Context: an optimization exercise on an open-source flow, tuned for small area. The choices shown serve that exercise and are no tape-out recipe.
Only simulation tests tie the RTL to the original design; equivalence was not proved.
No activity file was given, so power comes from the tool's default toggle rates.

## v12
## infix_expression_evaluator
module infix_expression_evaluator #(
	parameter int STACK_DEPTH = 16,
	parameter int VALUE_WIDTH = 32
) (
	input  wire logic        clk,
	input  wire logic        arst_n,
	input  wire logic        start,
	output logic             busy,
	input  wire logic [7:0]  symbol,
	input  wire logic        last,
	output logic             done,
	output logic [31:0]      value,
	output logic [1:0]       status
);
Size in the first run: roughly 48 I/O pins.
==> flow/config.mk <==
export PLATFORM = sky130hd
export DESIGN_NAME = infix_expression_evaluator
export DESIGN_NICKNAME = infix_expression_evaluator
export VERILOG_FILES = /design/flow/design.v
export SDC_FILE = /design/flow/constraint.sdc
export NUM_CORES = 4
export LEC_CHECK = 0
export CAP_MARGIN = 20
export CORE_MARGIN = 2
export CORE_UTILIZATION = 65
export SLEW_MARGIN = 20
==> flow/constraint.sdc <==
create_clock -name core_clock -period 9.0 [get_ports {clk}]
set_input_delay 1.8000 -clock core_clock [delete_from_list [all_inputs] [get_ports {clk}]]
set_output_delay 1.8000 -clock core_clock [all_outputs]
set_load 0.01 [all_outputs]
standard.sh (not shown) runs the stock make flow with config.mk's settings and CLKGATE_MAP_FILE= SYNTH_SCRIPT=/design/flow/synth_recipe.tcl, a recipe that flattens the netlist after the stock synthesis.
==> flow/flow/run.sh <==
#!/bin/bash
# Layout flow: the standard flow (standard.sh, unchanged synthesis) with
# two settings passed through the environment:
#  - clock tree synthesis without dummy loads, with sink clusters of up to
#    30 flip-flops within 60 um;
#  - port buffers of the smallest buffer cell.
# The full output goes to standard.log in the work folder.
export CTS_ARGS="-sink_clustering_enable -repair_clock_nets -dont_use_dummy_load -sink_clustering_size 30 -sink_clustering_max_diameter 50 -buf_list sky130_fd_sc_hd__clkbuf_16"
export BUFFER_PORTS_ARGS="-buffer_cell sky130_fd_sc_hd__buf_1"
bash standard.sh > standard.log 2>&1
The inputs of v8 differ from those of v12 as listed below.
==> flow/flow/run.sh <==
#!/bin/bash
# Layout flow: the standard flow (standard.sh, unchanged synthesis) with
# two settings passed through the environment:
#  - clock tree synthesis without dummy loads, with sink clusters of up to
#    30 flip-flops within 60 um;
#  - port buffers of the smallest buffer cell.
# The full output goes to standard.log in the work folder.
export CTS_ARGS="-sink_clustering_enable -repair_clock_nets -dont_use_dummy_load -sink_clustering_size 12 -sink_clustering_max_diameter 40 -buf_list {sky130_fd_sc_hd__clkbuf_4 sky130_fd_sc_hd__clkbuf_8}"
export BUFFER_PORTS_ARGS="-buffer_cell sky130_fd_sc_hd__buf_1"
bash standard.sh > standard.log 2>&1
-- flow/config.mk --
<<< v12, line 8
export CAP_MARGIN = 20
export CORE_MARGIN = 2
export CORE_UTILIZATION = 65
export SLEW_MARGIN = 20
>>> v8, line 8
export CAP_MARGIN = 20
export CORE_MARGIN = 2
export CORE_UTILIZATION = 40
export SLEW_MARGIN = 20
Findings:
Relative to v12, the placed wire-length estimate after detailed placement measured on v8 has increased slightly. Pin count of the biggest net entering global routing: lower on v8. Internal power summed over all cells in v8 vs v12: down 1.1%. v8 vs v12 — sum of routed wire length over all layers dropped about 1.5%. Looking at signed area change from the synthesized netlist to the final layout, v8 sits above v12. Lower clock skew was reported by v12, not v8.
### v8 -> v13
==> flow/run.sh (new file) <==
#!/bin/bash
# synth_recipe.tcl (not shown) runs the flow's synth.tcl, then flattens the netlist and writes it again
# the make line also repeats each setting of config.mk as NAME=value (left out here)
make -C /OpenROAD-flow-scripts/flow DESIGN_CONFIG=/design/flow/config.mk WORK_HOME=/design/flow/orfs CLKGATE_MAP_FILE= SYNTH_SCRIPT=/design/flow/synth_recipe.tcl finish
removed: flow/flow/run.sh
removed: flow/standard.sh
==> comparison <==
v13 completed; timing, DRC and antenna clean. Final area up 1200 sq um in v13 wrt v8. As far as total via count in the routed design is concerned, v13 and v8 perform about the same. Endpoint of the most critical setup path = busy: v13; endpoint of the most critical setup path = R[32]$_SDFFCE_PP0P_: v8. Run comparison: v8 class of the most critical setup path reg2reg; v13 class of the most critical setup path in2out. [v13 vs v8] via density per instance: lower in v13. Reported for v13 and v8, synthesized cell count turned out identical to the last digit.


Another version of the RTL of infix_expression_evaluator (not shown whole).
Size in the first run: ~1500 cells after synthesis, ~630 flip-flops, roughly 48 I/O pins, ~19000 sq um of cells after synthesis.
// infix_expression_evaluator
module infix_expression_evaluator #(
	parameter int STACK_DEPTH = 16,
	parameter int VALUE_WIDTH = 32
) (
	input  wire logic        clk,
	input  wire logic        arst_n,
	input  wire logic        start,
	output logic             busy,
	input  wire logic [7:0]  symbol,
	input  wire logic        last,
	output logic             done,
	output logic [31:0]      value,
	output logic [1:0]       status
);
clock: 9.0 ns
lec_check: 0
cap_margin: 20
core_margin: 2
core_utilization: 40
slew_margin: 20
==> flow/flow/run.sh <==
#!/bin/bash
# Layout flow: the standard flow (standard.sh, unchanged synthesis) with
# two settings passed through the environment:
#  - clock tree synthesis without dummy loads, with sink clusters of up to
#    30 flip-flops within 60 um;
#  - port buffers of the smallest buffer cell.
# The full output goes to standard.log in the work folder.
export CTS_ARGS="-sink_clustering_enable -repair_clock_nets -dont_use_dummy_load -sink_clustering_size 20 -sink_clustering_max_diameter 50 -buf_list sky130_fd_sc_hd__clkbuf_8"
export BUFFER_PORTS_ARGS="-buffer_cell sky130_fd_sc_hd__buf_1"
bash standard.sh > standard.log 2>&1
==> next run, changes <==
==> flow/flow/run.sh (replaced) <==
#!/bin/bash
# Layout flow: the standard flow (standard.sh, unchanged synthesis) with
# two settings passed through the environment:
#  - clock tree synthesis without dummy loads, with sink clusters of up to
#    20 flip-flops within 45 um, driven by clkbuf_8 cells;
#  - port buffers of the smallest buffer cell.
# The full output goes to standard.log in the work folder.
export CTS_ARGS="-sink_clustering_enable -repair_clock_nets -dont_use_dummy_load -sink_clustering_size 20 -sink_clustering_max_diameter 45 -buf_list sky130_fd_sc_hd__clkbuf_8"
export BUFFER_PORTS_ARGS="-buffer_cell sky130_fd_sc_hd__buf_1"
bash standard.sh > standard.log 2>&1
Settings changed: CORE_UTILIZATION 40 to 55.
After rerunning: Total power hardly moves; synthesized area is unchanged; critical path depth went down by 1; final area went down slightly; setup slack improves by 0.18 ns; count of clock-buffer cells in the layout stays the same; sequential share of layout area rises by 0.72 points; register-to-register slack improved by 0.18 ns; via count fell slightly; wire length grows slightly.


infix_expression_evaluator, a different RTL version from the one above (not shown whole).
Size in the first run: about 1100 cells after synthesis.
Settings: LEC_CHECK=0, CAP_MARGIN=20, CORE_MARGIN=2, CORE_UTILIZATION=65, SLEW_MARGIN=20; clock period 9.0 ns.
==> flow/flow/run.sh <==
#!/bin/bash
# Layout flow: the standard flow (standard.sh, unchanged synthesis) with
# two settings passed through the environment:
#  - clock tree synthesis without dummy loads, with sink clusters of up to
#    30 flip-flops within 60 um;
#  - port buffers of the smallest buffer cell.
# The full output goes to standard.log in the work folder.
export CTS_ARGS="-sink_clustering_enable -repair_clock_nets -dont_use_dummy_load -sink_clustering_size 10 -sink_clustering_max_diameter 40 -buf_list sky130_fd_sc_hd__clkbuf_4"
export BUFFER_PORTS_ARGS="-buffer_cell sky130_fd_sc_hd__buf_1"
bash standard.sh > standard.log 2>&1
The starting point ran to the end with no violations.
==> next run, changes <==
==> flow/flow/run.sh (replaced) <==
#!/bin/bash
# Layout flow: the standard flow (standard.sh, unchanged synthesis) with
# two settings passed through the environment:
#  - clock tree synthesis without dummy loads, with sink clusters of up to
#    30 flip-flops within 60 um;
#  - port buffers of the smallest buffer cell.
# The full output goes to standard.log in the work folder.
export CTS_ARGS="-sink_clustering_enable -repair_clock_nets -dont_use_dummy_load -sink_clustering_size 11 -sink_clustering_max_diameter 35 -buf_list {sky130_fd_sc_hd__clkbuf_2 sky130_fd_sc_hd__clkbuf_4}"
export BUFFER_PORTS_ARGS="-buffer_cell sky130_fd_sc_hd__buf_1"
bash standard.sh > standard.log 2>&1
Result:
- non-clock buffer count stays the same
- setup slack gets worse by 0.056 ns
- routed wire length stays flat

## afterwards: timing with drivers on the ports
The results above use ideal ports. As a check the final layouts listed here were re-extracted and re-timed, cells and wires unchanged.
Step 1: set_driving_cell puts a clkbuf_16 on clk and a buf_2 on each other input, an assumption about the parent block.
Step 2 adds t to the input delays and takes it off the output delays; t is the mean of the earliest and latest rising clock arrival at the registers after step 1. Input paths then give back, and output paths get back, about the clock's delay inside the block.
a / b / c = ideal ports / drivers / drivers and shift; a / b = the first two.
run | t (ns) | setup slack, ns | worst setup path at the end | worst slew at a driven data input, ns | pins driven straight from the clock port
v12 | 0.574 | 3.701 / 3.701 / 3.701 | register to register | 0.03 | 1
v8 | 0.661 | 3.374 / 3.374 / 3.374 | register to register | 0.03 | 1
v13 | 0.648 | 3.284 / 3.259 / 3.259 | input to output | 0.04 | 1
the first run of note 2 | 0.658 | 3.647 / 3.647 / 3.647 | register to register | 0.08 | 1
the second run of note 2 | 0.663 | 3.828 / 3.828 / 3.828 | register to register | 0.03 | 1
the first run of note 3 | 0.693 | 2.281 / 2.281 / 2.281 | register to register | 0.03 | 1
the second run of note 3 | 0.668 | 2.226 / 2.226 / 2.226 | register to register | 0.03 | 1
After both steps setup and hold are still met in every run listed. For v13, which loses most, drivers alone change the setup slack by -0.025 ns; drivers and shift together by -0.025 ns.
